From an optimization exercise on the open Yosys and OpenROAD flow, aimed at small area and a short achievable clock period; shortcuts taken in it are not production practice.
RTL that was checked went through simulation tests only; none was proved equivalent to the original.
No functional check of the RTL was part of runs 3 to 7.
Power is estimated from default activity; no workload was simulated.

==> flow/design.v <==
module logic_probe_trigger #(
    parameter int WIDTH = 128,
    parameter int CNTW  = 16
) (
    input  logic                  clock,
    input  logic                  reset,
    input  logic                  arm,
    input  logic [WIDTH-1:0]      channels,
    input  logic [WIDTH-1:0]      match_mask,
    input  logic [WIDTH-1:0]      match_value,
    input  logic [WIDTH-1:0]      edge_mask,
    input  logic [CNTW-1:0]       occurrences,
    input  logic [CNTW-1:0]       delay,
    input  logic [CNTW-1:0]       sample_div,
    output logic [WIDTH-1:0]      channels_out,
    output logic                  trigger,
    output logic                  sample,
    output logic [1:0]            status
);
    localparam logic [1:0] IDLE  = 2'd0;
    localparam logic [1:0] ARMED = 2'd1;
    localparam logic [1:0] DELAY = 2'd2;
    localparam logic [1:0] FIRED = 2'd3;
    localparam int NGRP = WIDTH / 4;
    logic [1:0]       state_q;
    logic [1:0]       stat_q;
    logic             trigger_q;
    logic             sample_q;
    logic [WIDTH-1:0] ch_q;
    logic [WIDTH-1:0] chout_q;
    logic [WIDTH-1:0] mask_q;
    logic [WIDTH-1:0] value_q;
    logic [WIDTH-1:0] edge_q;
    logic [NGRP-1:0]  grp_q;
    logic [CNTW-1:0]  occ_cnt_q;
    logic             occ_dec_q;
    logic             occ_gt1_q;
    logic             occ_gt2_q;
    logic [CNTW-1:0]  dly_cnt_q;
    logic             dly_zero_q;
    logic             dly_le1_q;
    logic [CNTW-1:0]  div_cnt_q;
    logic             div_zero_q;
    logic             arm_ok_s;
    logic             more_s;
    logic             count_s;
    logic [1:0]       hit_state_s;
    logic [1:0]       idle_state_s;
    logic [WIDTH-1:0] mask_d_s;
    logic [WIDTH-1:0] value_d_s;
    logic [WIDTH-1:0] edge_d_s;
    logic [5:0]       hit_d_s;
    logic [5:0]       idle_d_s;
    logic [5:0]       next_d_s;
    assign arm_ok_s = arm && (state_q != FIRED);
    function automatic logic [CNTW-1:0] dec(input logic [CNTW-1:0] x);
        logic [CNTW-1:0] flip;
        for (int i = 0; i < CNTW; i++) flip[i] = ~|(x & ((CNTW'(1) << i) - CNTW'(1)));
        dec = x ^ flip;
    endfunction
    for (genvar i = 0; i < WIDTH; i++) begin : g_cfg
        lpt_mux u_m (.s(arm), .a(match_mask[i]),  .b(mask_q[i]),  .y(mask_d_s[i]));
        lpt_mux u_v (.s(arm), .a(match_value[i]), .b(value_q[i]), .y(value_d_s[i]));
        lpt_mux u_e (.s(arm), .a(edge_mask[i]),   .b(edge_q[i]),  .y(edge_d_s[i]));
    end
    logic [WIDTH-1:0] bit_ok_s;
    logic [NGRP-1:0]  grp_d_s;
    for (genvar i = 0; i < WIDTH; i++) begin : g_bit
        lpt_bit_ok u_ok (.q(channels[i]), .qq(ch_q[i]), .m(mask_d_s[i]), .v(value_d_s[i]),
                         .e(edge_d_s[i]), .ok(bit_ok_s[i]));
    end
    for (genvar i = 0; i < NGRP; i++) begin : g_l1
        lpt_nand4 u_n (.a(bit_ok_s[4*i +: 4]), .y(grp_d_s[i]));
    end
    logic [15:0] grp8_s;
    logic [3:0]  grp32_n_s;
    logic [5:0]  grp64_s;
    for (genvar i = 0; i < 16; i++) begin : g_l2
        lpt_nor2 u_n (.a(grp_q[2*i +: 2]), .y(grp8_s[i]));
    end
    for (genvar i = 0; i < 4; i++) begin : g_l3
        lpt_nand4 u_n (.a(grp8_s[4*i +: 4]), .y(grp32_n_s[i]));
    end
    for (genvar i = 0; i < 6; i++) begin : g_l4
        lpt_nor2 u_n (.a(grp32_n_s[2*(i%2) +: 2]), .y(grp64_s[i]));
    end
    for (genvar i = 0; i < 6; i++) begin : g_sel
        lpt_sel u_s (.a(grp64_s[2*(i/2)]), .b(grp64_s[2*(i/2)+1]), .h(hit_d_s[i]),
                     .i(idle_d_s[i]), .y(next_d_s[i]));
    end
    always_comb begin
        more_s  = occ_dec_q ? occ_gt2_q : occ_gt1_q;
        count_s = (state_q == ARMED) && !arm_ok_s;
        if (arm_ok_s) begin
            idle_state_s = ARMED;
            hit_state_s  = ARMED;
        end else if (state_q == ARMED) begin
            idle_state_s = ARMED;
            hit_state_s  = more_s ? ARMED : (dly_zero_q ? FIRED : DELAY);
        end else if (state_q == DELAY && dly_le1_q) begin
            idle_state_s = FIRED;
            hit_state_s  = FIRED;
        end else begin
            idle_state_s = state_q;
            hit_state_s  = state_q;
        end
        if (reset) begin
            idle_state_s = IDLE;
            hit_state_s  = IDLE;
        end
        hit_d_s  = {count_s && more_s && !reset, hit_state_s == FIRED, hit_state_s, hit_state_s};
        idle_d_s = {1'b0, idle_state_s == FIRED, idle_state_s, idle_state_s};
    end
    always_ff @(posedge clock) begin
        if (reset) begin
            ch_q    <= {WIDTH{1'b0}};
            chout_q <= {WIDTH{1'b0}};
        end else begin
            ch_q    <= channels;
            chout_q <= ch_q;
        end
    end
    always_ff @(posedge clock) begin
        mask_q  <= mask_d_s;
        value_q <= value_d_s;
        edge_q  <= edge_d_s;
        grp_q   <= grp_d_s;
    end
    always_ff @(posedge clock) begin
        state_q   <= next_d_s[1:0];
        stat_q    <= next_d_s[3:2];
        trigger_q <= next_d_s[4];
        occ_dec_q <= next_d_s[5];
    end
    always_ff @(posedge clock) begin
        if (arm) begin
            occ_cnt_q <= (occurrences == {CNTW{1'b0}}) ? {{(CNTW-1){1'b0}}, 1'b1} : occurrences;
            occ_gt1_q <= |occurrences[CNTW-1:1];
            occ_gt2_q <= |occurrences[CNTW-1:2] | &occurrences[1:0];
        end else if (occ_dec_q) begin
            occ_cnt_q <= dec(occ_cnt_q);
            occ_gt1_q <= |occ_cnt_q[CNTW-1:2] | &occ_cnt_q[1:0];
            occ_gt2_q <= |occ_cnt_q[CNTW-1:2];
        end
    end
    always_ff @(posedge clock) begin
        if (arm) begin
            dly_cnt_q  <= delay;
            dly_zero_q <= delay == {CNTW{1'b0}};
            dly_le1_q  <= ~|delay[CNTW-1:1];
        end else if (state_q == DELAY) begin
            dly_cnt_q  <= dec(dly_cnt_q);
            dly_le1_q  <= ~|dly_cnt_q[CNTW-1:2] & ~&dly_cnt_q[1:0];
        end
    end
    always_ff @(posedge clock) begin
        if (reset) begin
            div_cnt_q  <= {CNTW{1'b0}};
            div_zero_q <= 1'b1;
            sample_q   <= 1'b0;
        end else if (div_zero_q) begin
            div_cnt_q  <= sample_div;
            div_zero_q <= sample_div == {CNTW{1'b0}};
            sample_q   <= 1'b1;
        end else begin
            div_cnt_q  <= dec(div_cnt_q);
            div_zero_q <= ~|div_cnt_q[CNTW-1:1] & div_cnt_q[0];
            sample_q   <= 1'b0;
        end
    end
    assign channels_out = chout_q;
    assign trigger      = trigger_q;
    assign sample       = sample_q;
    assign status       = stat_q;
endmodule
module lpt_bit_ok (
    input  logic q,
    input  logic qq,
    input  logic m,
    input  logic v,
    input  logic e,
    output logic ok
);
    logic diff_s;   
    logic same_s;   
    lpt_xor2 u_d (.a(q), .b(v), .y(diff_s));
    lpt_xnor2 u_s (.a(qq), .b(v), .y(same_s));
    lpt_aoi32 u_o (.a1(m), .a2(e), .a3(same_s), .b1(m), .b2(diff_s), .y(ok));
endmodule
module lpt_xor2 (
    input  logic a,
    input  logic b,
    output logic y
);
    assign y = a ^ b;
endmodule
module lpt_xnor2 (
    input  logic a,
    input  logic b,
    output logic y
);
    assign y = ~(a ^ b);
endmodule
module lpt_aoi32 (
    input  logic a1,
    input  logic a2,
    input  logic a3,
    input  logic b1,
    input  logic b2,
    output logic y
);
    assign y = ~((a1 & a2 & a3) | (b1 & b2));
endmodule
module lpt_mux (
    input  logic s,
    input  logic a,
    input  logic b,
    output logic y
);
    assign y = s ? a : b;
endmodule
module lpt_nand4 (
    input  logic [3:0] a,
    output logic       y
);
    assign y = ~&a;
endmodule
module lpt_nor2 (
    input  logic [1:0] a,
    output logic       y
);
    assign y = ~|a;
endmodule
module lpt_sel (
    input  logic a,
    input  logic b,
    input  logic h,
    input  logic i,
    output logic y
);
    assign y = (a & b) ? h : i;
endmodule
==> flow/flow/run.sh <==
#!/bin/bash
# Standard layout, with plain buffers (buf_1) on the ports instead of the default delay buffers,
# and ABC told that gate outputs drive a light load (so that it does not pick x4 cells for the
# small single-gate modules of the design).
set -euo pipefail
bash standard.sh "BUFFER_PORTS_ARGS=-buffer_cell sky130_fd_sc_hd__buf_1" "ABC_LOAD_IN_FF=1" finish > standard_make.log 2>&1
==> flow/standard.sh <==
#!/bin/bash
# synth_recipe.tcl (not shown) runs the flow's synth.tcl, then flattens the netlist and writes it again
# the make line also repeats each setting of config.mk as NAME=value (left out here)
make -C /OpenROAD-flow-scripts/flow DESIGN_CONFIG=/design/flow/config.mk WORK_HOME=/design/flow/orfs CLKGATE_MAP_FILE= SYNTH_SCRIPT=/design/flow/synth_recipe.tcl "${@:-finish}"
==> flow/config.mk <==
export PLATFORM = sky130hd
export DESIGN_NAME = logic_probe_trigger
export DESIGN_NICKNAME = logic_probe_trigger
export VERILOG_FILES = /design/flow/design.v
export SDC_FILE = /design/flow/constraint.sdc
export NUM_CORES = 4
export LEC_CHECK = 0
export CAP_MARGIN = 20
export CORE_MARGIN = 2
export CORE_UTILIZATION = 72
export CTS_CLUSTER_DIAMETER = 80
export CTS_CLUSTER_SIZE = 30
export SETUP_SLACK_MARGIN = 1.65
export SLEW_MARGIN = 20
export SYNTH_HIERARCHICAL = 1
==> flow/constraint.sdc <==
create_clock -name core_clock -period 3.5 [get_ports {clock}]
set_input_delay 0.7000 -clock core_clock [delete_from_list [all_inputs] [get_ports {clock}]]
set_output_delay 0.7000 -clock core_clock [all_outputs]
set_load 0.01 [all_outputs]
==> results of run 1 <==
-- synthesized netlist by cell type, types with 6 or more instances --
| master | number | share of area (%) |
|---|---|---|
| xnor2_1 | 139 | 4.6 |
| a21oi_1 | 17 | 0.32 |
| xor2_1 | 140 | 4.6 |
| o21ai_0 | 28 | 0.53 |
| nor4_1 | 15 | 0.35 |
| edfxtp_1 | 36 | 4.1 |
| ha_1 | 14 | 0.66 |
| inv_1 | 22 | 0.31 |
| clkbuf_1 | 40 | 0.57 |
| nand3_1 | 6 | 0.11 |
| nor2_1 | 59 | 0.84 |
| a32oi_1 | 128 | 4.2 |
| dfxtp_1 | 696 | 53 |
| nand2_1 | 45 | 0.64 |
| nor3_1 | 11 | 0.21 |
| nand4_1 | 46 | 1.1 |
| nor2b_1 | 257 | 6.1 |
| mux2_1 | 390 | 17 |
-- kinds of logic after synthesis --
logic type / after synthesis / synth area share, %
AO/OA/AOI/OAI: 192 / 5.67
other: 1 / 0.0142
AND/OR/NAND/NOR: 462 / 10.0
buffers and inverters: 64 / 0.908
flip-flops: 732 / 56.7
XOR/XNOR: 279 / 9.23
adder cells (fa/ha/maj): 14 / 0.662
multiplexers: 394 / 16.8
-- what timing repair did --
item / in CTS / in global routing
pin swaps: 6 / 13
gates resized for setup: 81 / 41
setup buffers: 6 / 5
setup endpoints to repair: 144 / 52
cloned: 0 / 4
-- per-layer routing --
layer,GRT usage [%],vias up
met5,0,-
met4,29.9,22
met3,12.2,277
met2,67.3,785
met1,38.9,9269
li1,-,9063
-- modules after synthesis (local to each module, per instance), a selection --
| module | cells | area (um^2) | times used |
|---|---|---|---|
| logic_probe_trigger | 1300 | 18400 | 1 |
| lpt_aoi32 | 1 | 8.76 | 128 |
| lpt_mux | 1 | 11.3 | 384 |
| lpt_nand4 | 1 | 6.26 | 36 |
| lpt_nor2 | 1 | 3.75 | 22 |
| lpt_sel | 2 | 15.0 | 6 |
| lpt_xnor2 | 1 | 8.76 | 128 |
| lpt_xor2 | 1 | 8.76 | 128 |
-- area by class of cell --
type,count,area share [%]
Antenna cell,61,0.486
Clock buffer,38,2.59
Clock inverter,12,0.339
Inverter,22,0.275
Multi-Input combinational cell,1342,36.1
Sequential cell,732,47.9
Tap cell,468,1.86
Timing Repair Buffer,739,10.5
-- registers in the layout, summed over array words and instances, names as in the netlist --
signal	flops
dly_cnt_q	16
div_cnt_q	16
div_zero_q	1
trigger_q	1
edge_q	128
stat_q	2
grp_q	32
occ_gt2_q	1
occ_cnt_q	16
sample_q	1
state_q	2
dly_le1_q	1
chout_q	128
value_q	128
occ_gt1_q	1
ch_q	128
dly_zero_q	1
mask_q	128
occ_dec_q	1
-- through the flow --
stage	setup WS, ps	area (um^2)
2_1_floorplan	1650	26500
3_3_place_gp	547	29900
3_5_place_dp	571	29900
4_1_cts	1600	31000
5_1_grt	1510	31400
6_report	1580	31400
-- power by group --
| part | switching, mW | internal (mW) | leakage [nW] |
|---|---|---|---|
| registers | 0.267 | 9.14 | 6.19 |
| logic | 1.22 | 1.07 | 5.23 |
| clock network | 2.59 | 1.70 | 0.450 |
-- worst max path at each step --
stage / endpoint
after global placement: grp_q[31]
after CTS: div_cnt_q[14]
final: div_cnt_q[12]
after floorplan: div_cnt_q[14]
after detailed placement: grp_q[31]
after global routing: div_cnt_q[14]
==> out/results.tsv, run 1 <==
stage	metric	value	unit
setup_path	arrival	2460	ps
grt	grt_pass1_wl	113000	um
clock_network	cts-hold-fix-buffers	0	
flow_run	cap_viol_max_count	0	
grt	grt_pass1_vias	19700	
setup_path	cp_top_family	simple AND/OR/NAND/NOR gates	
worst_hold_path	worstHoldPathType	input port to flop	
cells_and_area	nFillCells	1902	
sta	tightest_slew	755	ps
setup_path	r2r_cells	5	
setup_path	critPathBufInv	1	
cells_and_area	areaGrowthSynthToFinish	18.7	%
synthesis	syn_inst	2138	
sta	setup-violations-final	0	
place	post-dp-hpwl	60500	um
setup_path	path_depth	5	
sta	fin_worst_skew	18.9	ps
pwr	power	16.0	mW
setup_path	rr_startpoint	div_cnt_q[0]	
clock_network	clk_transition_reported_paths	120	ps
clock_network	insertion_delay	630	ps
clock_network	cts_num_sinks	732	
sta	rsz0062_at_grt	yes	
cells_and_area	fin_cells	3414	
setup_path	path_cells	inv_2 > ha_4 > or3b_4 > or4b_4 > a311oi_2	
detailed_routing	routed.top_layer	met5	
setup_path	rr_endpoint	div_cnt_q[12]	
clock_network	htreeDepth	1	
place	dp.cells	3288	
sta	fin_crit	1920	ps
worst_hold_path	hold_end	edge_q[56]	
clock_network	cts.path.max_buffers	3	
detailed_routing	ant_nets	0	
floorplanning	num_rows	70	
cells_and_area	layout_common_cells	dfxtp_1 (687), buf_1 (620), mux2_1 (390)	
synthesis	ys_async_sr_fraction	0	%
synthesis	synth-edff-count	36	
detailed_routing	vias	19400	
synthesis	syn_area	26500	um^2
sta	fmax	0.522	GHz
detailed_routing	drc	0	
clock_network	cts_buffers	30	
cells_and_area	drive_above_1_share	6.76	%
detailed_routing	wl_met3	6500	um
pwr	power_leakage	11.9	nW
grt	grt_max_degree	55	
clock_network	cts_root_buffer	clkbuf_16	
place	portBuffers	694	
worst_hold_path	hold_path_depth	2	
sta	hold-worst-slack	304	ps
sta	hold_viol_final	0	
detailed_routing	wl_met1	27100	um
cells_and_area	final_common_cell	dfxtp_1	
floorplanning	dieArea	38300	um^2
synthesis	avgSynthCellArea	12.4	um^2
setup_path	required	4040	ps
cells_and_area	multi_input_area	11300	um^2
pwr	power_density	509	nW/um^2
setup_path	end_kind	flop	
status	status	finished clean	
cells_and_area	nets	3444	
detailed_routing	viasPerCell	5.69	
setup_path	path_max_fanout	7	
worst_hold_path	min_from	edge_mask[56]	
synthesis	ys_ff_latch	732	
cells_and_area	utilization	86.2	%
detailed_routing	wirelength	79200	um
detailed_routing	wl_met2	39100	um
grt	grt_overflow_total	0	
sta	fin_crit_sh	54.7	%
detailed_routing	drt_first_pass_iters	5	
setup_path	crit_path_max_incr_delay	580	ps
grt	antenna_found_initial	66	
detailed_routing	drt_iter0_drc	1019	
place	gp_congestion	1.00	
setup_path	crit_slowest_cell	or4b_4	
synthesis	ys.flop_type	dfxtp_1	
setup_path	reg2reg_slack	1580	ps
synthesis	synth_cell_type_count	49	
synthesis	mappedNetlistNets	2715	
grt	grt_usage	38.8	%
cells_and_area	seq_area	15000	um^2
sta	drv_slew	0	
floorplanning	start_util	72.6	%
pwr	ir_worst_vdd	0.000493	V
setup_path	critPathKind	flop to flop	
detailed_routing	wire_per_inst	23.2	um
sta	maxSlewHeadroom	49.6	%
synthesis	synth_warnings	7	
floorplanning	die-width	196	um
synthesis	yosysSeqAreaShare	56.7	%
floorplanning	core_area	36400	um^2
clock_network	tritoncts	done	
sta	finalSetupTns	0	ps
setup_path	cp-start-kind	flop	
setup_path	crit_start	div_cnt_q[0]	
floorplanning	ios	695	
floorplanning	die_height	196	um
==> run 2: changes to the inputs <==
--- a/flow/config.mk
+++ b/flow/config.mk
@@ -9,6 +9,6 @@
 export CORE_MARGIN = 2
-export CORE_UTILIZATION = 72
+export CORE_UTILIZATION = 70
 export CTS_CLUSTER_DIAMETER = 80
 export CTS_CLUSTER_SIZE = 30
-export SETUP_SLACK_MARGIN = 1.65
+export SETUP_SLACK_MARGIN = 1.75
 export SLEW_MARGIN = 20
==> run 2 against run 1 <==
Still clean. Via count increased by 2.4%. Worst hold slack improved by 1.2 ps. Fmax decreased by 1.9%. Global-route usage decreased by 1.2 points. Total power increased by 2.1%. Non-clock buffer count increased by 22. Setup slack got worse by 37 ps. Largest cell class unchanged.
==> out/results.tsv, run 2 <==
stage	metric	value	unit
synthesis	muxShareOfSynthArea	16.8	%
cells_and_area	nets	3466	
synthesis	syn_area	26500	um^2
setup_path	end_kind	flop	
floorplanning	dieArea	39400	um^2
clock_network	cts_num_sinks	732	
sta	fin_worst_skew	23.1	ps
clock_network	cts.path.max_buffers	3	
grt	grt_pass1_wl	111000	um
grt	grt_max_degree	112	
synthesis	synth_warnings	7	
synthesis	synth-simple-area-share	10.0	%
place	gp_congestion	0.940	
detailed_routing	drt_first_pass_iters	5	
synthesis	synth-edff-count	36	
clock_network	htreeDepth	1	
setup_path	path_cells	clkbuf_16 > buf_16 > buf_4 > mux2_2 > xor2_1 > a32oi_1 > nand4_1	
synthesis	syn_inst	2138	
synthesis	synth_compound_area_share	5.67	%
grt	grt_usage	37.6	%
detailed_routing	ant_nets	0	
sta	maxSlewHeadroom	51.0	%
setup_path	critPathKind	input port to flop	
synthesis	yosysSeqAreaShare	56.7	%
detailed_routing	drc	0	
grt	grt_pass1_vias	19800	
grt	antenna_found_initial	70	
cells_and_area	utilization	87.4	%
setup_path	cp-start-kind	input port	
clock_network	cts_buffers	30	
floorplanning	start_util	70.6	%
synthesis	avgSynthCellArea	12.4	um^2
floorplanning	die-width	198	um
synthesis	synthAdderAreaFrac	0.662	%
setup_path	required	4050	ps
sta	setup-violations-final	0	
detailed_routing	wire_per_inst	23.5	um
place	post-dp-hpwl	58900	um
synthesis	mappedNetlistNets	2715	
worst_hold_path	worstHoldPathType	input port to flop	
place	portBuffers	694	
flow_run	cap_viol_max_count	0	
clock_network	cts_root_buffer	clkbuf_16	
floorplanning	core_area	37500	um^2
setup_path	cp_top_family	buffers and inverters	
floorplanning	ios	695	
floorplanning	die_height	198	um
sta	rsz0062_at_grt	yes	
clock_network	clk_transition_reported_paths	120	ps
sta	fin_crit	1950	ps
synthesis	synth_top_family_by_area	multiplexers	
synthesis	synth_cell_type_count	49	
pwr	power_density	498	nW/um^2
synthesis	ys_ff_latch	732	
sta	tightest_slew	736	ps
synthesis	synth_most_common_cell	dfxtp_1	
cells_and_area	drive_above_1_share	13.9	%
synthesis	synthTopCellsByCount	dfxtp_1 (696), mux2_1 (390), nor2b_1 (257), xor2_1 (140), xnor2_1 (139)	
synthesis	synth_xor_area_share	9.23	%
pwr	ir_worst_vdd	0.000486	V
setup_path	crit_path_max_incr_delay	510	ps
synthesis	ys_async_sr_fraction	0	%
sta	fmax	0.512	GHz
setup_path	path_max_fanout	13	
pwr	power_leakage	12.5	nW
sta	fin_crit_sh	55.8	%
clock_network	tritoncts	done	
detailed_routing	vias	19900	
cells_and_area	layout_common_cells	dfxtp_1 (592), buf_1 (560), mux2_1 (378)	
grt	grt_overflow_total	0	
floorplanning	num_rows	71	
cells_and_area	final_common_cell	dfxtp_1	
sta	drv_slew	0	
sta	hold_viol_final	0	
sta	finalSetupTns	0	ps
detailed_routing	viasPerCell	5.71	
setup_path	critPathBufInv	3	
synthesis	yosys-top-cells-area	dfxtp_1 (53%), mux2_1 (17%), nor2b_1 (6.1%)	
cells_and_area	areaGrowthSynthToFinish	23.9	%
synthesis	ys.flop_type	dfxtp_1	
setup_path	crit_slowest_cell	xor2_1	
clock_network	insertion_delay	620	ps
setup_path	arrival	2500	ps
synthesis	yosys.area.top_type	dfxtp_1	
detailed_routing	wirelength	81900	um
cells_and_area	nFillCells	1884	
status	status	finished clean	
synthesis	yosys.area.top_type_share	52.7	%
detailed_routing	drt_iter0_drc	933	
==> run 2: changes by cell type in the layout (fill, tap and decap cells not counted), moves of 13 or more <==
cell and change:
clkbuf_2 -15, buf_6 +99, o21ai_0 -14, dfxtp_1 -95
buf_1 -60, buf_2 -13, dfxtp_2 +91
==> run 2: worst paths after layout <==
check / endpoint / slack [ps] / from / cells past startpoint
worst max-delay path: grp_q[27] / 1550 / arm / 7
worst min-delay path: edge_q[125] / 310 / edge_mask[125] / 2
worst max register to register: div_cnt_q[5] / 1570 / div_cnt_q[0] / 9
worst min register to register: chout_q[105] / 460 / ch_q[105] / 1
==> run 2: per-layer routing <==
metal  up-vias  GRT usage [%]  share of wire, %
met5         -              0              0.20
met3       358           11.9               8.6
li1       9135              -                 -
met2       888           63.7                49
met1      9483           38.4                34
met4        24           30.0               8.4
==> run 2: what timing repair did <==
action | CTS | global route
cloned | 6 | 2
endpoints found under the hold margin | 0 | 0
pin swaps | 14 | 27
hold buffers | 0 | 0
buffers inserted | 24 | 10
resized for setup | 333 | 127
setup endpoints to repair | 215 | 180
==> run 2: final cells by class <==
cell class	count	area [um^2]	area share, %
Sequential cell	732	15200	46.2
Multi-Input combinational cell	1342	11500	35.1
Timing Repair Buffer	761	4300	13.1
Clock buffer	34	787	2.40
Tap cell	511	639	1.95
Antenna cell	67	168	0.511
Clock inverter	12	151	0.462
Inverter	22	86.3	0.263
==> run 2: per-stage QoR <==
step	setup WS [ps]	power [mW]	hold WS, ps	instance area [um^2]	cells
after floorplan	1650	10.9	433	26500	2138
after global placement	786	11.6	440	29900	3326
after detailed placement	769	11.7	446	29900	3326
after CTS	1640	16.1	302	32100	3402
after global routing	1460	16.8	308	32700	3463
final	1550	16.3	306	32800	3481
==> run 2: cells by family (layout without fill, tap and decap cells) <==
logic type      count (synthesis)  in the layout
flops                         732            732
simple gates                  462            462
mux                           394            394
other cells                     1             68
buf+inv                        64            829
xor+xnor                      279            279
compound gates                192            192
fa+ha+maj                      14             14
==> run 2: where the power goes <==
group	internal (mW)	total [mW]	leakage (nW)	switching, mW
Sequential	9.15	9.44	6.22	0.291
Combinational	1.19	2.46	5.80	1.27
Clock	1.81	4.41	0.462	2.60
==> run 2: modules after synthesis (local to each module, per instance), excerpt <==
module	times used	cells inside	flops+latches
lpt_sel	6	2	0
lpt_xnor2	128	1	0
lpt_aoi32	128	1	0
lpt_xor2	128	1	0
lpt_nand4	36	1	0
lpt_mux	384	1	0
logic_probe_trigger	1	1300	732
lpt_nor2	22	1	0
==> run 3: changes to the inputs <==
--- a/flow/design.v
+++ b/flow/design.v
@@ -55,7 +55,6 @@
     assign arm_ok_s = arm && (state_q != FIRED);
-    function automatic logic [CNTW-1:0] dec(input logic [CNTW-1:0] x);
-        logic [CNTW-1:0] flip;
-        for (int i = 0; i < CNTW; i++) flip[i] = ~|(x & ((CNTW'(1) << i) - CNTW'(1)));
-        dec = x ^ flip;
-    endfunction
+    logic [CNTW-1:0] occ_dec_s, dly_dec_s, div_dec_s;
+    lpt_dec u_dec_occ (.x(occ_cnt_q), .y(occ_dec_s));
+    lpt_dec u_dec_dly (.x(dly_cnt_q), .y(dly_dec_s));
+    lpt_dec u_dec_div (.x(div_cnt_q), .y(div_dec_s));
     for (genvar i = 0; i < WIDTH; i++) begin : g_cfg
@@ -140,3 +139,3 @@
         end else if (occ_dec_q) begin
-            occ_cnt_q <= dec(occ_cnt_q);
+            occ_cnt_q <= occ_dec_s;
             occ_gt1_q <= |occ_cnt_q[CNTW-1:2] | &occ_cnt_q[1:0];
@@ -151,3 +150,3 @@
         end else if (state_q == DELAY) begin
-            dly_cnt_q  <= dec(dly_cnt_q);
+            dly_cnt_q  <= dly_dec_s;
             dly_le1_q  <= ~|dly_cnt_q[CNTW-1:2] & ~&dly_cnt_q[1:0];
@@ -165,3 +164,3 @@
         end else begin
-            div_cnt_q  <= dec(div_cnt_q);
+            div_cnt_q  <= div_dec_s;
             div_zero_q <= ~|div_cnt_q[CNTW-1:1] & div_cnt_q[0];
@@ -186,3 +185,3 @@
     lpt_xor2 u_d (.a(q), .b(v), .y(diff_s));
-    lpt_xnor2 u_s (.a(qq), .b(v), .y(same_s));
+    lpt_xnor2 u_s (.a(q), .b(qq), .y(same_s));
     lpt_aoi32 u_o (.a1(m), .a2(e), .a3(same_s), .b1(m), .b2(diff_s), .y(ok));
@@ -242 +241,11 @@
 endmodule
+module lpt_dec (
+    input  logic [15:0] x,
+    output logic [15:0] y
+);
+    logic [15:0] flip;
+    always_comb begin
+        for (int i = 0; i < 16; i++) flip[i] = ~|(x & ((16'd1 << i) - 16'd1));
+        y = x ^ flip;
+    end
+endmodule
--- a/flow/config.mk
+++ b/flow/config.mk
@@ -9,6 +9,6 @@
 export CORE_MARGIN = 2
-export CORE_UTILIZATION = 70
+export CORE_UTILIZATION = 72
 export CTS_CLUSTER_DIAMETER = 80
 export CTS_CLUSTER_SIZE = 30
-export SETUP_SLACK_MARGIN = 1.75
+export SETUP_SLACK_MARGIN = 1.7
 export SLEW_MARGIN = 20
==> run 3 against run 2 <==
Still clean. First-iteration DRC count decreased by 3.2%. Die area decreased by 1.8%. Sequential share of layout area increased by 0.79 points. Via count decreased by 2.0%. Utilization increased by 0.19 points. Clock power decreased by 5%. Cell area decreased by 2.1%. Worst hold slack improved by 9.9 ps. Synthesized area increased by 0.98%. Synthesized cell count decreased by 0.80%. Total power decreased by 2.5%. Combinational power decreased by 8.5%. Critical endpoint is now occ_cnt_q[11]. Largest cell class unchanged.
==> out/results.tsv, run 3 <==
stage	metric	value	unit
status	status	finished clean	
detailed_routing	drc	0	
cells_and_area	seq_area	15100	um^2
cells_and_area	final_common_cell	dfxtp_1	
floorplanning	start_util	73.0	%
synthesis	ys.flop_type	dfxtp_1	
setup_path	required	3860	ps
synthesis	yosysSeqAreaShare	56.2	%
cells_and_area	utilization	87.6	%
cells_and_area	fin_cells	3380	
floorplanning	ios	695	
setup_path	rr_endpoint	occ_cnt_q[11]	
synthesis	mappedNetlistNets	2696	
setup_path	end_kind	flop	
detailed_routing	wirelength	78100	um
setup_path	critPathBufInv	2	
floorplanning	dieArea	38700	um^2
cells_and_area	multi_input_area	11600	um^2
clock_network	cts_num_sinks	732	
sta	fmax	0.525	GHz
grt	grt_max_degree	98	
pwr	ir_worst_vdd	0.000493	V
flow_run	cap_viol_max_count	0	
grt	grt_usage	37.3	%
pwr	pwr-share-comb	14.1	%
clock_network	cts-hold-fix-buffers	0	
sta	setup-violations-final	0	
synthesis	synth_cell_type_count	38	
worst_hold_path	worstHoldPathType	input port to flop	
worst_hold_path	min_from	edge_mask[61]	
pwr	power_density	496	nW/um^2
sta	drv_slew	0	
worst_hold_path	hold_end	edge_q[61]	
synthesis	synthTopCellsByCount	dfxtp_1 (696), mux2_1 (390), nor2b_1 (257), xnor2_1 (152), xor2_1 (137)	
synthesis	syn_inst	2121	
clock_network	insertion_delay	610	ps
sta	fin_worst_skew	18.0	ps
setup_path	arrival	2260	ps
synthesis	avgSynthCellArea	12.6	um^2
setup_path	critPathKind	flop to flop	
cells_and_area	areaGrowthSynthToFinish	20.1	%
setup_path	path_max_fanout	4	
clock_network	cts_buffers	29	
cells_and_area	layout_common_cells	dfxtp_1 (637), buf_1 (565), mux2_1 (390)	
setup_path	cp-start-kind	flop	
clock_network	clk_transition_reported_paths	110	ps
pwr	power_leakage	12.3	nW
detailed_routing	viasPerCell	5.77	
floorplanning	num_rows	70	
setup_path	rr_startpoint	occ_cnt_q[1]	
detailed_routing	wl_met2	38300	um
detailed_routing	wire_per_inst	23.1	um
place	dp.cells	3268	
floorplanning	die-width	197	um
grt	grt_pass1_vias	19400	
synthesis	yosys-top-cells-area	dfxtp_1 (52%), mux2_1 (16%), nor2b_1 (6.0%)	
synthesis	synth_warnings	8	
pwr	seqPwrFrac	59.4	%
clock_network	htreeDepth	1	
detailed_routing	wl_met1	27400	um
pwr	switching_share	24.9	%
cells_and_area	drive_above_1_share	11.5	%
synthesis	yosys.area.top_type	dfxtp_1	
detailed_routing	drt_first_pass_iters	5	
synthesis	synth-edff-count	36	
setup_path	cp_top_family	flip-flops	
synthesis	syn_area	26700	um^2
detailed_routing	routed.top_layer	met5	
sta	setup_slack	1600	ps
detailed_routing	ant_nets	0	
sta	rsz0062_at_grt	yes	
pwr	internal_power	11.9	mW
setup_path	crit_slowest_cell	edfxtp_1	
detailed_routing	vias	19500	
place	portBuffers	694	
pwr	pwr-share-clk	26.5	%
place	place_ws	818	ps
setup_path	path_cells	inv_2 > ha_4 > nor3b_4 > buf_4 > nand4b_1 > xnor2_1 > mux2_2	
detailed_routing	drt_iter0_drc	903	
place	post-dp-hpwl	59000	um
clock_network	tritoncts	done	
sta	fin_crit_sh	54.4	%
sta	finalSetupTns	0	ps
cells_and_area	nets	3425	
place	gp_congestion	0.952	
grt	grt_pass1_wl	110000	um
worst_hold_path	hold_path_depth	2	
synthesis	yosys.area.top_type_share	52.1	%
synthesis	synth_most_common_cell	dfxtp_1	
clock_network	cts_root_buffer	clkbuf_16	
cells_and_area	nFillCells	1831	
pwr	p_sw	3.96	mW
clock_network	cts.path.max_buffers	3	
sta	fin_crit	1900	ps
grt	antenna_found_initial	50	
setup_path	crit_path_max_incr_delay	420	ps
sta	tightest_slew	770	ps
synthesis	ys_async_sr_fraction	0	%
setup_path	reg2reg_slack	1600	ps
sta	maxSlewHeadroom	48.6	%
detailed_routing	wl_met3	6570	um
grt	grt_overflow_total	0	
sta	hold_viol_final	0	
setup_path	r2r_cells	7	
floorplanning	die_height	197	um
floorplanning	core_area	36600	um^2
synthesis	ys_ff_latch	732	
run 3: final cells by class:
type | count | area share, %
sequential | 732 | 47.0
clock inverter | 9 | 0.374
timing repair buffer | 736 | 11.6
clock buffer | 34 | 2.32
tap | 468 | 1.83
multi-input combinational | 1322 | 36.1
antenna | 50 | 0.390
inverter | 29 | 0.339
run 3: logic make-up after synthesis:
kind of cell	share of synthesized area (%)
compound gates	4.50
other cells	0.0140
xor+xnor	9.47
flops	56.2
buf+inv	0.993
fa+ha+maj	0.562
mux	18.4
simple gates	9.89
run 3: modules after synthesis, one instance, submodules excluded, excerpt:
module / cell area (um^2) / cells inside / times used
lpt_dec: 302 / 42 / 3
lpt_nand4: 6.26 / 1 / 36
lpt_nor2: 3.75 / 1 / 22
lpt_sel: 15.0 / 2 / 6
lpt_xnor2: 8.76 / 1 / 128
lpt_xor2: 8.76 / 1 / 128
run 3: timing repair:
action / CTS / global route
resized for setup: 161 / 161
setup endpoints to repair: 148 / 126
pin swaps: 8 / 9
buffers inserted: 7 / 6
gates cloned: 4 / 2
run 3: layer usage:
metal / vias up / global-route usage (%)
met3: 284 / 12.1
met4: 18 / 25.5
met5: - / 0
li1: 9000 / -
met2: 834 / 64.7
met1: 9363 / 38.3
run 3: worst register-to-register path: cells and delay by family (launching register included):
family                   cells  cell delay (ps)
adder cells (fa/ha/maj)      1              130
flip-flops                   1              420
XOR/XNOR                     1              160
multiplexers                 1              270
buffers and inverters        2              280
AND/OR/NAND/NOR              2              390
run 3: worst max path at each step:
stage | startpoint | endpoint | cells after the start
global route | occ_cnt_q[1] | occ_cnt_q[11] | 7
finish | occ_cnt_q[1] | occ_cnt_q[11] | 7
CTS | occ_cnt_q[0] | occ_cnt_q[12] | 7
global placement | arm | grp_q[15] | 7
detailed placement | arm | grp_q[12] | 7
floorplan | occ_cnt_q[0] | occ_cnt_q[9] | 8
run 3: power by group through the flow:
stage | clock (mW) | combinational [mW] | sequential, mW
final | 4.21 | 2.25 | 9.45
after floorplan | 0 | 1.29 | 9.54
after global routing | 4.51 | 2.43 | 9.51
after CTS | 4.22 | 2.15 | 9.43
after global placement | 0 | 1.95 | 9.57
after detailed placement | 0 | 2.06 | 9.61
run 3: per-stage QoR:
step	power, mW	hold WS, ps	cell area [um^2]
5_1_grt	16.4	310	32100
3_3_place_gp	11.5	439	30000
6_report	15.9	316	32100
4_1_cts	15.8	302	31400
3_5_place_dp	11.7	448	30000
2_1_floorplan	10.8	433	26700
==> run 4: changes to the inputs <==
--- a/flow/config.mk
+++ b/flow/config.mk
@@ -12,2 +12,3 @@
 export CTS_CLUSTER_SIZE = 30
+export GPL_TIMING_DRIVEN = 1
 export SETUP_SLACK_MARGIN = 1.7
==> run 4 against run 3 <==
Clock skew unchanged. Highest routed layer unchanged. Largest power group unchanged. Routed wire length unchanged. Sequential share of layout area unchanged. Setup slack unchanged. Final cell count unchanged. Total power did not move. Critical endpoint unchanged. Sequential cell count did not move. Via count is the same. Worst hold slack unchanged. Utilization unchanged.
==> out/results.tsv, run 4 <==
stage	metric	value	unit
pwr	seqPwrFrac	59.4	%
worst_hold_path	hold_end	edge_q[61]	
clock_network	tritoncts	done	
sta	fin_worst_skew	18.0	ps
setup_path	arrival	2260	ps
detailed_routing	drt_iter0_drc	903	
sta	drv_slew	0	
sta	rsz0062_at_grt	yes	
sta	fmax	0.525	GHz
setup_path	required	3860	ps
flow_run	cap_viol_max_count	0	
pwr	power_density	496	nW/um^2
grt	grt_max_degree	98	
floorplanning	num_rows	70	
setup_path	crit_path_max_incr_delay	420	ps
pwr	pwr-share-clk	26.5	%
synthesis	synth_warnings	8	
sta	tightest_slew	770	ps
cells_and_area	layout_common_cells	dfxtp_1 (637), buf_1 (565), mux2_1 (390)	
synthesis	yosys-top-cells-area	dfxtp_1 (52%), mux2_1 (16%), nor2b_1 (6.0%)	
clock_network	cts-hold-fix-buffers	0	
pwr	internal_power	11.9	mW
setup_path	end_kind	flop	
floorplanning	start_util	73.0	%
synthesis	ys_async_sr_fraction	0	%
sta	maxSlewHeadroom	48.6	%
setup_path	crit_slowest_cell	edfxtp_1	
setup_path	critPathKind	flop to flop	
floorplanning	core_area	36600	um^2
place	portBuffers	694	
grt	grt_overflow_total	0	
sta	finalSetupTns	0	ps
detailed_routing	ant_nets	0	
detailed_routing	wirelength	78100	um
synthesis	mappedNetlistNets	2696	
setup_path	path_max_fanout	4	
detailed_routing	viasPerCell	5.77	
clock_network	clk_transition_reported_paths	110	ps
synthesis	avgSynthCellArea	12.6	um^2
sta	fin_crit	1900	ps
synthesis	synth_most_common_cell	dfxtp_1	
setup_path	r2r_cells	7	
clock_network	cts.path.max_buffers	3	
setup_path	cp-start-kind	flop	
cells_and_area	nets	3425	
place	gp_congestion	0.952	
grt	antenna_found_initial	50	
grt	grt_pass1_vias	19400	
synthesis	yosys.area.top_type	dfxtp_1	
clock_network	cts_num_sinks	732	
synthesis	synthTopCellsByCount	dfxtp_1 (696), mux2_1 (390), nor2b_1 (257), xnor2_1 (152), xor2_1 (137)	
pwr	power	15.9	mW
worst_hold_path	hold_path_depth	2	
synthesis	syn_area	26700	um^2
sta	setup-violations-final	0	
setup_path	rr_startpoint	occ_cnt_q[1]	
sta	fin_crit_sh	54.4	%
cells_and_area	drive_above_1_share	11.5	%
floorplanning	die_height	197	um
setup_path	reg2reg_slack	1600	ps
pwr	power_leakage	12.3	nW
sta	hold_viol_final	0	
floorplanning	die-width	197	um
setup_path	critPathBufInv	2	
clock_network	cts_root_buffer	clkbuf_16	
synthesis	yosysSeqAreaShare	56.2	%
floorplanning	ios	695	
setup_path	cp_top_family	flip-flops	
grt	grt_usage	37.3	%
clock_network	cts_buffers	29	
synthesis	syn_inst	2121	
place	post-dp-hpwl	59000	um
pwr	switching_share	24.9	%
pwr	ir_worst_vdd	0.000493	V
clock_network	htreeDepth	1	
pwr	p_sw	3.96	mW
setup_path	path_cells	inv_2 > ha_4 > nor3b_4 > buf_4 > nand4b_1 > xnor2_1 > mux2_2	
synthesis	synth_cell_type_count	38	
detailed_routing	wire_per_inst	23.1	um
synthesis	ys.flop_type	dfxtp_1	
detailed_routing	vias	19500	
setup_path	rr_endpoint	occ_cnt_q[11]	
status	status	finished clean	
synthesis	ys_ff_latch	732	
floorplanning	dieArea	38700	um^2
cells_and_area	areaGrowthSynthToFinish	20.1	%
worst_hold_path	worstHoldPathType	input port to flop	
synthesis	synth-edff-count	36	
clock_network	insertion_delay	610	ps
pwr	pwr-share-comb	14.1	%
worst_hold_path	min_from	edge_mask[61]	
detailed_routing	drt_first_pass_iters	5	
grt	grt_pass1_wl	110000	um
cells_and_area	utilization	87.6	%
synthesis	yosys.area.top_type_share	52.1	%
cells_and_area	final_common_cell	dfxtp_1	
detailed_routing	drc	0	
[run 4: kinds of logic (layout without fill, tap and decap cells)]
family	count (synthesis)	in the layout	share of synthesized area (%)
buffers and inverters	67	808	0.993
XOR/XNOR	289	289	9.47
other	1	51	0.0140
AND/OR/NAND/NOR	440	440	9.89
multiplexers	438	438	18.4
adder cells (fa/ha/maj)	12	12	0.562
flip-flops	732	732	56.2
AO/OA/AOI/OAI	142	142	4.50
[run 4: worst max-delay path by stage]
stage | from | to | depth (start not counted)
floorplan | occ_cnt_q[0] | occ_cnt_q[9] | 8
global placement | arm | grp_q[15] | 7
detailed placement | arm | grp_q[12] | 7
CTS | occ_cnt_q[0] | occ_cnt_q[12] | 7
global route | occ_cnt_q[1] | occ_cnt_q[11] | 7
finish | occ_cnt_q[1] | occ_cnt_q[11] | 7
[run 4: per-module statistics from Yosys, one instance, submodules excluded, excerpt]
module	times used	flip-flops and latches	cell area [um^2]
logic_probe_trigger	1	732	17700
lpt_dec	3	0	302
lpt_sel	6	0	15.0
lpt_mux	384	0	11.3
lpt_aoi32	128	0	8.76
lpt_xnor2	128	0	8.76
lpt_xor2	128	0	8.76
lpt_nand4	36	0	6.26
lpt_nor2	22	0	3.75
[run 4: per-stage QoR]
| step | hold slack (ps) | cells | setup slack, ps | area, um^2 |
|---|---|---|---|---|
| final | 316 | 3380 | 1600 | 32100 |
| after global routing | 310 | 3368 | 1530 | 32100 |
| after CTS | 302 | 3322 | 1670 | 31400 |
| after detailed placement | 448 | 3268 | 818 | 30000 |
| after global placement | 439 | 3268 | 890 | 30000 |
| after floorplan | 433 | 2121 | 1670 | 26700 |
[run 4: power by group through the flow]
stage	logic (mW)	clock network (mW)	registers (mW)
global placement	1.95	0	9.57
CTS	2.15	4.22	9.43
finish	2.25	4.21	9.45
global route	2.43	4.51	9.51
floorplan	1.29	0	9.54
detailed placement	2.06	0	9.61
[run 4: layout make-up]
type	count	area, um^2
flip-flops and latches	732	15100
multi-input cells	1322	11600
fillers	1831	4530
repair buffers	736	3740
clock buffers	34	744
well taps	468	586
diodes	50	125
clock inverters	9	120
inverters	29	109
[run 4: per-layer routing]
metal,global-route usage [%],wire length (um)
met1,38.3,27400
met2,64.7,38300
met3,12.1,6570
met4,25.5,5710
met5,0,112
[run 4: repair_timing]
action / 4_1_cts / 5_1_grt
pin swaps: 8 / 9
endpoints found under the hold margin: 0 / 0
setup buffers: 7 / 6
setup endpoints to repair: 148 / 126
resized for setup: 161 / 161
gates cloned: 4 / 2
==> run 5: changes to the inputs <==
--- a/flow/config.mk
+++ b/flow/config.mk
@@ -12,4 +12,3 @@
 export CTS_CLUSTER_SIZE = 30
-export GPL_TIMING_DRIVEN = 1
-export SETUP_SLACK_MARGIN = 1.7
+export SETUP_SLACK_MARGIN = 1.85
 export SLEW_MARGIN = 20
==> run 5 against run 4 <==
Still clean. Synthesized cell count unchanged. Sequential power about the same. Clock skew increased by 8.7 ps. Die area stayed put. Global-route usage is 2.0 points higher. Fmax decreased by 3.4%. Final cell count increased by 1.4%.
==> out/results.tsv, run 5 <==
stage	metric	value	unit
clock_network	tritoncts	done	
detailed_routing	wire_per_inst	24.3	um
sta	finalSetupTns	0	ps
setup_path	reg2reg_slack	1530	ps
flow_run	cap_viol_max_count	0	
sta	drv_slew	0	
floorplanning	core_area	36600	um^2
detailed_routing	wl_met2	41100	um
cells_and_area	final_common_cell	dfxtp_1	
clock_network	insertion_delay	610	ps
setup_path	cp-start-kind	flop	
detailed_routing	viasPerCell	5.84	
detailed_routing	wl_met1	28500	um
clock_network	clk_transition_reported_paths	110	ps
setup_path	rr_startpoint	dly_cnt_q[5]	
clock_network	cts-hold-fix-buffers	0	
synthesis	ys.flop_type	dfxtp_1	
synthesis	mappedNetlistNets	2696	
setup_path	end_kind	flop	
floorplanning	dieArea	38700	um^2
floorplanning	num_rows	70	
pwr	power_density	490	nW/um^2
synthesis	yosys-top-cells-area	dfxtp_1 (52%), mux2_1 (16%), nor2b_1 (6.0%)	
grt	grt_usage	39.2	%
synthesis	synth_warnings	8	
sta	fmax	0.507	GHz
setup_path	required	3870	ps
cells_and_area	utilization	90.1	%
synthesis	ys_async_sr_fraction	0	%
setup_path	arrival	2340	ps
sta	maxSlewHeadroom	59.2	%
sta	fin_worst_skew	26.7	ps
synthesis	synth_cell_type_count	38	
setup_path	rr_endpoint	dly_cnt_q[12]	
detailed_routing	routed.top_layer	met5	
clock_network	cts_root_buffer	clkbuf_16	
worst_hold_path	min_from	edge_mask[13]	
floorplanning	ios	695	
detailed_routing	drc	0	
detailed_routing	drt_iter0_drc	1063	
synthesis	yosysSeqAreaShare	56.2	%
grt	grt_max_degree	123	
place	gp_congestion	0.899	
floorplanning	die_height	197	um
synthesis	synth_most_common_cell	dfxtp_1	
synthesis	avgSynthCellArea	12.6	um^2
status	status	finished clean	
clock_network	htreeDepth	1	
synthesis	synth-edff-count	36	
pwr	ir_worst_vdd	0.000472	V
cells_and_area	fin_cells	3426	
worst_hold_path	worstHoldPathType	input port to flop	
pwr	power_leakage	12.6	nW
floorplanning	die-width	197	um
cells_and_area	nFillCells	1585	
sta	tightest_slew	612	ps
cells_and_area	layout_common_cells	dfxtp_1 (595), buf_1 (560), mux2_1 (390)	
clock_network	cts_num_sinks	732	
synthesis	yosys.area.top_type_share	52.1	%
detailed_routing	drt_first_pass_iters	5	
cells_and_area	nets	3448	
cells_and_area	drive_above_1_share	14.6	%
sta	fin_crit	1970	ps
cells_and_area	areaGrowthSynthToFinish	23.4	%
sta	fin_crit_sh	56.3	%
sta	hold_viol_final	0	
setup_path	path_max_fanout	5	
synthesis	syn_inst	2121	
place	portBuffers	694	
synthesis	syn_area	26700	um^2
detailed_routing	ant_nets	0	
grt	grt_overflow_total	0	
setup_path	critPathKind	flop to flop	
grt	grt_pass1_vias	20200	
clock_network	cts.path.max_buffers	3	
worst_hold_path	hold_path_depth	2	
detailed_routing	wl_met3	7210	um
detailed_routing	wirelength	83100	um
worst_hold_path	hold_end	edge_q[13]	
grt	antenna_found_initial	58	
clock_network	cts_buffers	30	
grt	grt_pass1_wl	115000	um
synthesis	ys_ff_latch	732	
floorplanning	start_util	73.0	%
sta	setup-violations-final	0	
synthesis	yosys.area.top_type	dfxtp_1	
place	dp.cells	3268	
synthesis	synthTopCellsByCount	dfxtp_1 (696), mux2_1 (390), nor2b_1 (257), xnor2_1 (152), xor2_1 (137)	
sta	rsz0062_at_grt	yes	
detailed_routing	vias	20000	
setup_path	r2r_cells	4	
place	post-dp-hpwl	58200	um
-- run 5: how the worst max path moves through the flow --
stage	startpoint	end	slack, ps	cells after the start
after floorplan	occ_cnt_q[0]	occ_cnt_q[9]	1670	8
after global placement	arm	grp_q[3]	750	6
after detailed placement	arm	grp_q[4]	680	6
after CTS	dly_cnt_q[0]	dly_cnt_q[9]	1650	8
after global routing	occ_cnt_q[0]	occ_cnt_q[12]	1470	8
final	dly_cnt_q[5]	dly_cnt_q[12]	1530	4
-- run 5: cells by family (layout without fill, tap and decap cells) --
| logic type | count (synthesis) | count (layout) | synth area share (%) |
|---|---|---|---|
| other | 1 | 75 | 0.0140 |
| adders and majority gates | 12 | 12 | 0.562 |
| xor gates and xnor gates | 289 | 289 | 9.47 |
| AOI/OAI and AO/OA | 142 | 142 | 4.50 |
| buffers and inverters | 67 | 830 | 0.993 |
| DFF | 732 | 732 | 56.2 |
| muxes | 438 | 438 | 18.4 |
| and+or+nand+nor | 440 | 440 | 9.89 |
-- run 5: what timing repair did --
item / CTS / global route
setup buffers: 12 / 17
gates resized for setup: 361 / 81
setup endpoints to repair: 282 / 190
pin swaps: 13 / 17
cloned: 6 / 6
-- run 5: per-stage QoR --
stage	total power, mW	setup slack, ps	instance area (um^2)	hold slack (ps)
3_3_place_gp	11.5	745	30100	439
2_1_floorplan	10.8	1670	26800	433
6_report	16.1	1530	33000	311
5_1_grt	16.7	1470	32900	315
3_5_place_dp	11.7	682	30100	445
4_1_cts	15.9	1650	32200	300
-- run 5: worst max-delay path, cell delays in order, from the launching register on --
cell and delay [ps]:
edfxtp_1 510, nor4_2 550, nand4_1 240, xnor2_1 180, mux2_2 260
-- run 5: power breakdown --
part	internal (mW)	switching (mW)
Combinational	1.16	1.21
Clock	1.71	2.60
Sequential	9.15	0.314
Total	12.0	4.12
-- run 5: layer usage --
| layer | global-route usage (%) | up-vias |
|---|---|---|
| li1 | - | 9070 |
| met2 | 67.4 | 932 |
| met1 | 41.0 | 9642 |
| met4 | 28.9 | 12 |
| met5 | 0 | - |
| met3 | 11.5 | 335 |
-- run 5: layout make-up --
cell class,count,area (um^2),area share (%)
repair buffers,758,4320,13.1
flip-flops and latches,732,15100,45.9
diodes,74,185,0.562
well taps,468,586,1.78
multi-input cells,1322,11700,35.5
clock buffers,36,816,2.47
clock inverters,7,96.3,0.292
inverters,29,109,0.330
-- run 5: Yosys stat by module (local to each module, per instance), excerpt --
module,flops+latches,copies in the design,cells inside
lpt_aoi32,0,128,1
lpt_nand4,0,36,1
lpt_nor2,0,22,1
lpt_dec,0,3,42
lpt_xor2,0,128,1
logic_probe_trigger,732,1,1157
lpt_sel,0,6,2
lpt_mux,0,384,1
lpt_xnor2,0,128,1
==> run 6: changes to the inputs <==
--- a/flow/design.v
+++ b/flow/design.v
@@ -245,7 +245,100 @@
 );
-    logic [15:0] flip;
-    always_comb begin
-        for (int i = 0; i < 16; i++) flip[i] = ~|(x & ((16'd1 << i) - 16'd1));
-        y = x ^ flip;
-    end
-endmodule
+    logic [6:0] pz;      
+    logic [7:3]  fl;     
+    logic [15:9] fh;     
+    logic       lo_nz;   
+    logic [15:12] hi_nz;
+    for (genvar k = 0; k < 7; k++) begin : g_pz
+        lpt_nor2 u_p (.a(x[2*k +: 2]), .y(pz[k]));
+    end
+    lpt_inv   u_y0  (.a(x[0]), .y(y[0]));
+    lpt_xnor2 u_y1  (.a(x[1]), .b(x[0]), .y(y[1]));
+    lpt_xor2  u_y2  (.a(x[2]), .b(pz[0]), .y(y[2]));
+    lpt_nor3  u_f3  (.a(x[0]), .b(x[1]), .c(x[2]), .y(fl[3]));
+    lpt_xor2  u_y3  (.a(x[3]), .b(fl[3]), .y(y[3]));
+    lpt_nand2 u_f4  (.a(pz[0]), .b(pz[1]), .y(fl[4]));
+    lpt_xnor2 u_y4  (.a(x[4]), .b(fl[4]), .y(y[4]));
+    lpt_nand3b u_f5 (.an(x[4]), .b(pz[0]), .c(pz[1]), .y(fl[5]));
+    lpt_xnor2 u_y5  (.a(x[5]), .b(fl[5]), .y(y[5]));
+    lpt_nand3 u_f6  (.a(pz[0]), .b(pz[1]), .c(pz[2]), .y(fl[6]));
+    lpt_xnor2 u_y6  (.a(x[6]), .b(fl[6]), .y(y[6]));
+    lpt_nand4b u_f7 (.an(x[6]), .b(pz[0]), .c(pz[1]), .d(pz[2]), .y(fl[7]));
+    lpt_xnor2 u_y7  (.a(x[7]), .b(fl[7]), .y(y[7]));
+    lpt_nand4 u_f8  (.a(pz[3:0]), .y(lo_nz));
+    lpt_xnor2 u_y8  (.a(x[8]), .b(lo_nz), .y(y[8]));
+    lpt_nor2  u_f9  (.a({x[8], lo_nz}), .y(fh[9]));
+    lpt_xor2  u_y9  (.a(x[9]), .b(fh[9]), .y(y[9]));
+    lpt_nor2b u_f10 (.a(lo_nz), .bn(pz[4]), .y(fh[10]));
+    lpt_xor2  u_y10 (.a(x[10]), .b(fh[10]), .y(y[10]));
+    lpt_nor3b u_f11 (.a(lo_nz), .b(x[10]), .cn(pz[4]), .y(fh[11]));
+    lpt_xor2  u_y11 (.a(x[11]), .b(fh[11]), .y(y[11]));
+    lpt_nand2 u_h12 (.a(pz[4]), .b(pz[5]), .y(hi_nz[12]));
+    lpt_nand3b u_h13 (.an(x[12]), .b(pz[4]), .c(pz[5]), .y(hi_nz[13]));
+    lpt_nand3 u_h14 (.a(pz[4]), .b(pz[5]), .c(pz[6]), .y(hi_nz[14]));
+    lpt_nand4b u_h15 (.an(x[14]), .b(pz[4]), .c(pz[5]), .d(pz[6]), .y(hi_nz[15]));
+    for (genvar i = 12; i < 16; i++) begin : g_hi
+        lpt_nor2 u_f (.a({hi_nz[i], lo_nz}), .y(fh[i]));
+        lpt_xor2 u_y (.a(x[i]), .b(fh[i]), .y(y[i]));
+    end
+endmodule
+module lpt_inv (
+    input  logic a,
+    output logic y
+);
+    assign y = ~a;
+endmodule
+module lpt_nand2 (
+    input  logic a,
+    input  logic b,
+    output logic y
+);
+    assign y = ~(a & b);
+endmodule
+module lpt_nand3 (
+    input  logic a,
+    input  logic b,
+    input  logic c,
+    output logic y
+);
+    assign y = ~(a & b & c);
+endmodule
+module lpt_nand3b (
+    input  logic an,
+    input  logic b,
+    input  logic c,
+    output logic y
+);
+    assign y = ~(~an & b & c);
+endmodule
+module lpt_nand4b (
+    input  logic an,
+    input  logic b,
+    input  logic c,
+    input  logic d,
+    output logic y
+);
+    assign y = ~(~an & b & c & d);
+endmodule
+module lpt_nor3 (
+    input  logic a,
+    input  logic b,
+    input  logic c,
+    output logic y
+);
+    assign y = ~(a | b | c);
+endmodule
+module lpt_nor2b (
+    input  logic a,
+    input  logic bn,
+    output logic y
+);
+    assign y = ~(a | ~bn);
+endmodule
+module lpt_nor3b (
+    input  logic a,
+    input  logic b,
+    input  logic cn,
+    output logic y
+);
+    assign y = ~(a | b | ~cn);
+endmodule
--- a/flow/config.mk
+++ b/flow/config.mk
@@ -12,3 +12,3 @@
 export CTS_CLUSTER_SIZE = 30
-export SETUP_SLACK_MARGIN = 1.85
+export SETUP_SLACK_MARGIN = 1.7
 export SLEW_MARGIN = 20
==> run 6 against run 5 <==
Setup slack gained 15 ps. Largest power group unchanged. Routed wire length shrank 1.9%. Non-clock buffer count is the same. Total power shrank 0.47%. Still clean on timing, DRC and antenna.
==> out/results.tsv, run 6 <==
stage	metric	value	unit
status	status	finished clean	
sta	fin_worst_skew	28.0	ps
detailed_routing	drt_first_pass_iters	5	
synthesis	yosys.area.top_type_share	52.4	%
floorplanning	die-width	196	um
sta	finalSetupTns	0	ps
synthesis	syn_inst	2115	
sta	fmax	0.511	GHz
synthesis	ys_ff_latch	732	
cells_and_area	seq_area	15100	um^2
clock_network	insertion_delay	620	ps
synthesis	synth_most_common_cell	dfxtp_1	
sta	hold_viol_final	0	
detailed_routing	drc	0	
synthesis	synthTopCellsByCount	dfxtp_1 (696), mux2_1 (390), nor2b_1 (260), xor2_1 (155), xnor2_1 (146)	
synthesis	synth_compound_area_share	4.52	%
setup_path	path_max_fanout	4	
sta	setup-violations-final	0	
setup_path	critPathKind	flop to flop	
setup_path	crit_slowest_cell	edfxtp_1	
synthesis	avgSynthCellArea	12.6	um^2
setup_path	end_kind	flop	
pwr	power_density	496	nW/um^2
synthesis	synthAdderAreaFrac	0	%
synthesis	synth_top_family_by_area	multiplexers	
cells_and_area	multi_input_area	11500	um^2
setup_path	arrival	2340	ps
setup_path	path_cells	nor2_2 > nand4_1 > nor3b_1 > xor2_1 > mux2_2	
synthesis	ys_async_sr_fraction	0	%
grt	grt_max_degree	70	
synthesis	synth_xor_area_share	9.92	%
floorplanning	num_rows	70	
grt	grt_overflow_total	0	
sta	tightest_slew	638	ps
cells_and_area	nFillCells	1707	
clock_network	cts.path.max_buffers	3	
floorplanning	dieArea	38500	um^2
synthesis	mappedNetlistNets	2678	
worst_hold_path	worstHoldPathType	input port to flop	
detailed_routing	ant_nets	0	
synthesis	syn_area	26600	um^2
floorplanning	start_util	72.8	%
floorplanning	die_height	196	um
synthesis	synth-edff-count	36	
synthesis	muxShareOfSynthArea	18.5	%
flow_run	cap_viol_max_count	0	
place	gp_congestion	0.976	
floorplanning	core_area	36500	um^2
grt	grt_pass1_vias	19800	
cells_and_area	final_common_cell	dfxtp_1	
synthesis	yosysSeqAreaShare	56.5	%
synthesis	synth_warnings	7	
clock_network	tritoncts	done	
pwr	ir_worst_vdd	0.000626	V
grt	antenna_found_initial	72	
sta	fin_crit_sh	55.9	%
detailed_routing	vias	19700	
grt	grt_pass1_wl	112000	um
floorplanning	ios	695	
grt	grt_usage	38.7	%
place	post-dp-hpwl	59300	um
cells_and_area	areaGrowthSynthToFinish	21.8	%
sta	rsz0062_at_grt	yes	
cells_and_area	nets	3430	
synthesis	ys.flop_type	dfxtp_1	
setup_path	cp-start-kind	flop	
detailed_routing	drt_iter0_drc	1142	
cells_and_area	layout_common_cells	dfxtp_1 (600), buf_1 (560), mux2_1 (390)	
synthesis	synth-simple-area-share	9.93	%
cells_and_area	drive_above_1_share	13.3	%
sta	maxSlewHeadroom	57.5	%
detailed_routing	wire_per_inst	23.8	um
pwr	power	16.1	mW
detailed_routing	wirelength	81600	um
clock_network	cts_buffers	30	
place	portBuffers	694	
clock_network	cts_root_buffer	clkbuf_16	
detailed_routing	viasPerCell	5.76	
setup_path	crit_path_max_incr_delay	480	ps
setup_path	required	3880	ps
clock_network	cts_num_sinks	732	
synthesis	yosys.area.top_type	dfxtp_1	
synthesis	yosys-top-cells-area	dfxtp_1 (52%), mux2_1 (17%), nor2b_1 (6.1%)	
pwr	power_leakage	12.3	nW
synthesis	synth_cell_type_count	36	
sta	hold-worst-slack	299	ps
clock_network	clk_transition_reported_paths	120	ps
clock_network	htreeDepth	1	
sta	drv_slew	0	
sta	fin_crit	1960	ps
==> run 6: cell type report <==
cell class / instances / share of cell area, %
diodes: 71 / 0.549
clock buffers: 36 / 2.48
clock inverters: 11 / 0.305
inverters: 5 / 0.0580
multi-input cells: 1340 / 35.4
flip-flops and latches: 732 / 46.8
well taps: 468 / 1.81
repair buffers: 758 / 12.7
==> run 6: power breakdown <==
part,switching (mW),internal (mW)
combinational,1.19,1.12
sequential,0.292,9.15
clock,2.63,1.69
total,4.11,12.0
==> run 6: kinds of logic after synthesis <==
logic type / after synthesis
and+or+nand+nor: 458
buffers and inverters: 43
other: 1
DFF: 732
muxes: 438
AOI/OAI and AO/OA: 142
xor gates and xnor gates: 301
==> run 6: critical path: cells and delay by family (launching register included) <==
kind                      cells  cell delay (ps)
DFF                           1              480
xor gates and xnor gates      1              140
muxes                         1              310
and+or+nand+nor               3              790
==> run 6: per-layer routing <==
metal	part of all wire [%]	wire length (um)	global-route usage [%]	up-vias
li1	-	-	-	9051
met1	34	27600	39.0	9406
met2	49	40000	67.1	911
met3	8.5	6910	13.0	326
met4	8.5	6920	28.3	20
met5	0.15	125	0	-
==> run 6: Yosys stat by module (local to each module, per instance), a selection <==
module	area (um^2)	copies in the design
logic_probe_trigger	17700	1
lpt_aoi32	8.76	128
lpt_inv	3.75	3
lpt_mux	11.3	384
lpt_nand2	3.75	6
lpt_nand3	5.00	6
lpt_nand3b	7.51	6
lpt_nand4	6.26	39
lpt_nand4b	8.76	6
lpt_nor2	3.75	58
lpt_nor2b	6.26	3
lpt_nor3	5.00	3
lpt_nor3b	7.51	3
lpt_sel	15.0	6
lpt_xnor2	8.76	146
lpt_xor2	8.76	155
==> run 6: final timing paths <==
path                                startpoint            end  slack, ps  cells after the start
worst max-delay path              dly_cnt_q[4]  dly_cnt_q[11]       1540                      5
worst min-delay path            edge_mask[109]    edge_q[109]        300                      2
worst max register to register    dly_cnt_q[4]  dly_cnt_q[11]       1540                      5
worst min register to register        ch_q[64]    chout_q[64]        460                      1
==> run 6: per-stage QoR <==
step,cells,area (um^2),utilization (%),setup WS (ps)
2_1_floorplan,2115,26600,-,1700
3_3_place_gp,3266,30000,82.1,898
3_5_place_dp,3266,30000,82.1,818
4_1_cts,3326,31600,86.4,1670
5_1_grt,3404,32300,88.5,1250
6_report,3421,32400,88.6,1540
==> run 6: repair_timing <==
item                       4_1_cts  5_1_grt
hold buffers                     0        0
pin swaps                        4        7
cloned                           0        3
buffers inserted                13       21
setup endpoints to repair      171      141
resized for setup              261      126
==> run 7: changes to the inputs <==
--- a/flow/config.mk
+++ b/flow/config.mk
@@ -12,3 +12,3 @@
 export CTS_CLUSTER_SIZE = 30
-export SETUP_SLACK_MARGIN = 1.7
+export SETUP_SLACK_MARGIN = 1.5
 export SLEW_MARGIN = 20
==> run 7 against run 6 <==
Still clean. Critical path depth is 2 higher. Sequential power hardly changed. Final cell count decreased by 0.88%. Via count is 2.4% lower. Global-route usage decreased by 1.2 points. Synthesized cell count stayed put. Cell area decreased by 4.0%. Fmax down 1.5%. Synthesized area unchanged. Setup slack got worse by 29 ps. Routed wire length fell by 6.6%. Sequential cell count did not move. Critical endpoint is now grp_q[22]. Highest routed layer unchanged.
==> out/results.tsv, run 7 <==
stage	metric	value	unit
status	status	finished clean	
detailed_routing	viasPerCell	5.68	
setup_path	end_kind	flop	
clock_network	cts_num_sinks	732	
clock_network	htreeDepth	1	
flow_run	cap_viol_max_count	0	
cells_and_area	drive_above_1_share	3.90	%
place	gp_congestion	0.939	
sta	fin_worst_skew	19.6	ps
detailed_routing	vias	19200	
setup_path	crit_start	arm	
synthesis	synth-edff-count	36	
synthesis	syn_inst	2115	
grt	grtUsageMet3	11.2	%
clock_network	insertion_delay	600	ps
floorplanning	ios	695	
cells_and_area	layout_common_cells	dfxtp_1 (696), buf_1 (691), mux2_1 (390)	
detailed_routing	drt_first_pass_iters	5	
sta	finalSetupTns	0	ps
synthesis	yosys.area.top_type_share	52.4	%
grt	met2_usage	62.5	%
pwr	power_leakage	11.5	nW
synthesis	synthAdderAreaFrac	0	%
cells_and_area	utilization	85.1	%
setup_path	crit_path_max_incr_delay	390	ps
synthesis	syn_area	26600	um^2
grt	grt_max_degree	70	
setup_path	crit_slowest_cell	mux2_1	
sta	setup_slack	1510	ps
setup_path	r2r_cells	6	
clock_network	tritoncts	done	
synthesis	synth_warnings	7	
setup_path	cp_common_cell	buf_12	
pwr	power_density	505	nW/um^2
grt	gr-usage-met1	39.0	%
setup_path	path_depth	7	
cells_and_area	final_common_cell	dfxtp_1	
setup_path	critPathBufInv	3	
clock_network	clk_transition_reported_paths	110	ps
synthesis	synth_xor_area_share	9.92	%
sta	hold_viol_final	0	
sta	maxSlewHeadroom	39.9	%
synthesis	yosys.area.top_type	dfxtp_1	
synthesis	yosysSeqAreaShare	56.5	%
floorplanning	die_height	196	um
synthesis	avgSynthCellArea	12.6	um^2
sta	tightest_slew	902	ps
setup_path	reg2reg_slack	1570	ps
synthesis	synth_most_common_cell	dfxtp_1	
setup_path	critPathKind	input port to flop	
floorplanning	start_util	72.8	%
floorplanning	dieArea	38500	um^2
setup_path	rr_endpoint	dly_cnt_q[15]	
detailed_routing	wire_per_inst	22.5	um
setup_path	arrival	2460	ps
floorplanning	num_rows	70	
cells_and_area	nFillCells	2084	
worst_hold_path	worstHoldPathType	input port to flop	
floorplanning	core_area	36500	um^2
setup_path	required	3980	ps
pwr	ir_worst_vdd	0.000461	V
floorplanning	die-width	196	um
grt	grt_pass1_wl	109000	um
grt	grt_overflow_total	0	
setup_path	path_max_fanout	33	
place	place_ws	778	ps
sta	fin_crit	1990	ps
synthesis	synthTopCellsByCount	dfxtp_1 (696), mux2_1 (390), nor2b_1 (260), xor2_1 (155), xnor2_1 (146)	
clock_network	cts.path.max_buffers	3	
grt	antenna_found_initial	67	
synthesis	synth_top_family_by_area	multiplexers	
## run 7: cell families after synthesis
group / Yosys count
AND/OR/NAND/NOR: 458
buffers and inverters: 43
AO/OA/AOI/OAI: 142
multiplexers: 438
other: 1
flip-flops: 732
XOR/XNOR: 301
## run 7: how the worst min path moves through the flow
stage / startpoint / to / slack [ps] / cells past startpoint
finish: edge_mask[83] / edge_q[83] / 320 / 2
global route: edge_mask[123] / edge_q[123] / 300 / 2
CTS: edge_mask[83] / edge_q[83] / 300 / 2
detailed placement: edge_q[46] / edge_q[46] / 440 / 1
global placement: edge_q[31] / edge_q[31] / 440 / 1
floorplan: edge_q[0] / edge_q[0] / 430 / 1
## run 7: modules after synthesis, one instance, submodules excluded, a selection
module               cell area (um^2)  flip-flops and latches  copies in the design  cells inside
lpt_nor3b                        7.51                       0                     3             1
logic_probe_trigger             17700                     732                     1          1157
lpt_nand3b                       7.51                       0                     6             1
lpt_nand4b                       8.76                       0                     6             1
lpt_nand3                        5.00                       0                     6             1
lpt_nor2b                        6.26                       0                     3             1
lpt_aoi32                        8.76                       0                   128             1
lpt_xor2                         8.76                       0                   155             1
lpt_sel                          15.0                       0                     6             2
## run 7: stage by stage
stage	cells	cell area, um^2	total power [mW]
floorplan	2115	26600	10.8
global placement	3266	30000	11.5
detailed placement	3266	30000	11.7
CTS	3314	30900	15.7
global route	3371	31000	16.2
finish	3391	31100	15.7
## run 7: timing repair
action | in CTS | in global routing
setup buffers | 3 | 2
endpoints found under the setup margin | 24 | 11
hold buffers | 0 | 0
gates resized for setup | 1 | 5
gates cloned | 0 | 0
pin swaps | 2 | 1
hold endpoints to repair | 0 | 0
## run 7: per-layer routing
metal	routed length (um)	vias up
li1	-	8980
met1	27100	9177
met2	36500	804
met3	6020	280
met4	6560	8
met5	59	-
## run 7: area by class of cell
cell class              count  area [um^2]  share of cell area [%]
flip-flops and latches    732        15000                    48.3
multi-input cells        1340        11400                    36.7
repair buffers            726         3010                    9.69
clock buffers              34          754                    2.43
well taps                 468          586                    1.88
diodes                     75          188                   0.604
clock inverters            11         98.8                   0.318
inverters                   5         18.8                  0.0604
## run 7: worst register-to-register path, cell delays in order, from the launching register on
cell and delay (ps):
edfxtp_1 510, nor2_4 220, nand4_1 230, buf_4 230
nor2_1 160, xor2_1 90, mux2_2 260
## run 7: power by group
part,internal [mW],total (mW),switching (mW)
Combinational,1.00,2.12,1.12
Clock,1.65,4.17,2.52
Sequential,9.14,9.42,0.278

Re-timed with assumed drivers on the ports (clkbuf_16 on the clock, buf_2 on other inputs), run 7 has 1.486 ns of setup slack against 1.514 ns with ideal ports, and 0.874 ns once port delays also move by the mid clock arrival of 0.649 ns.
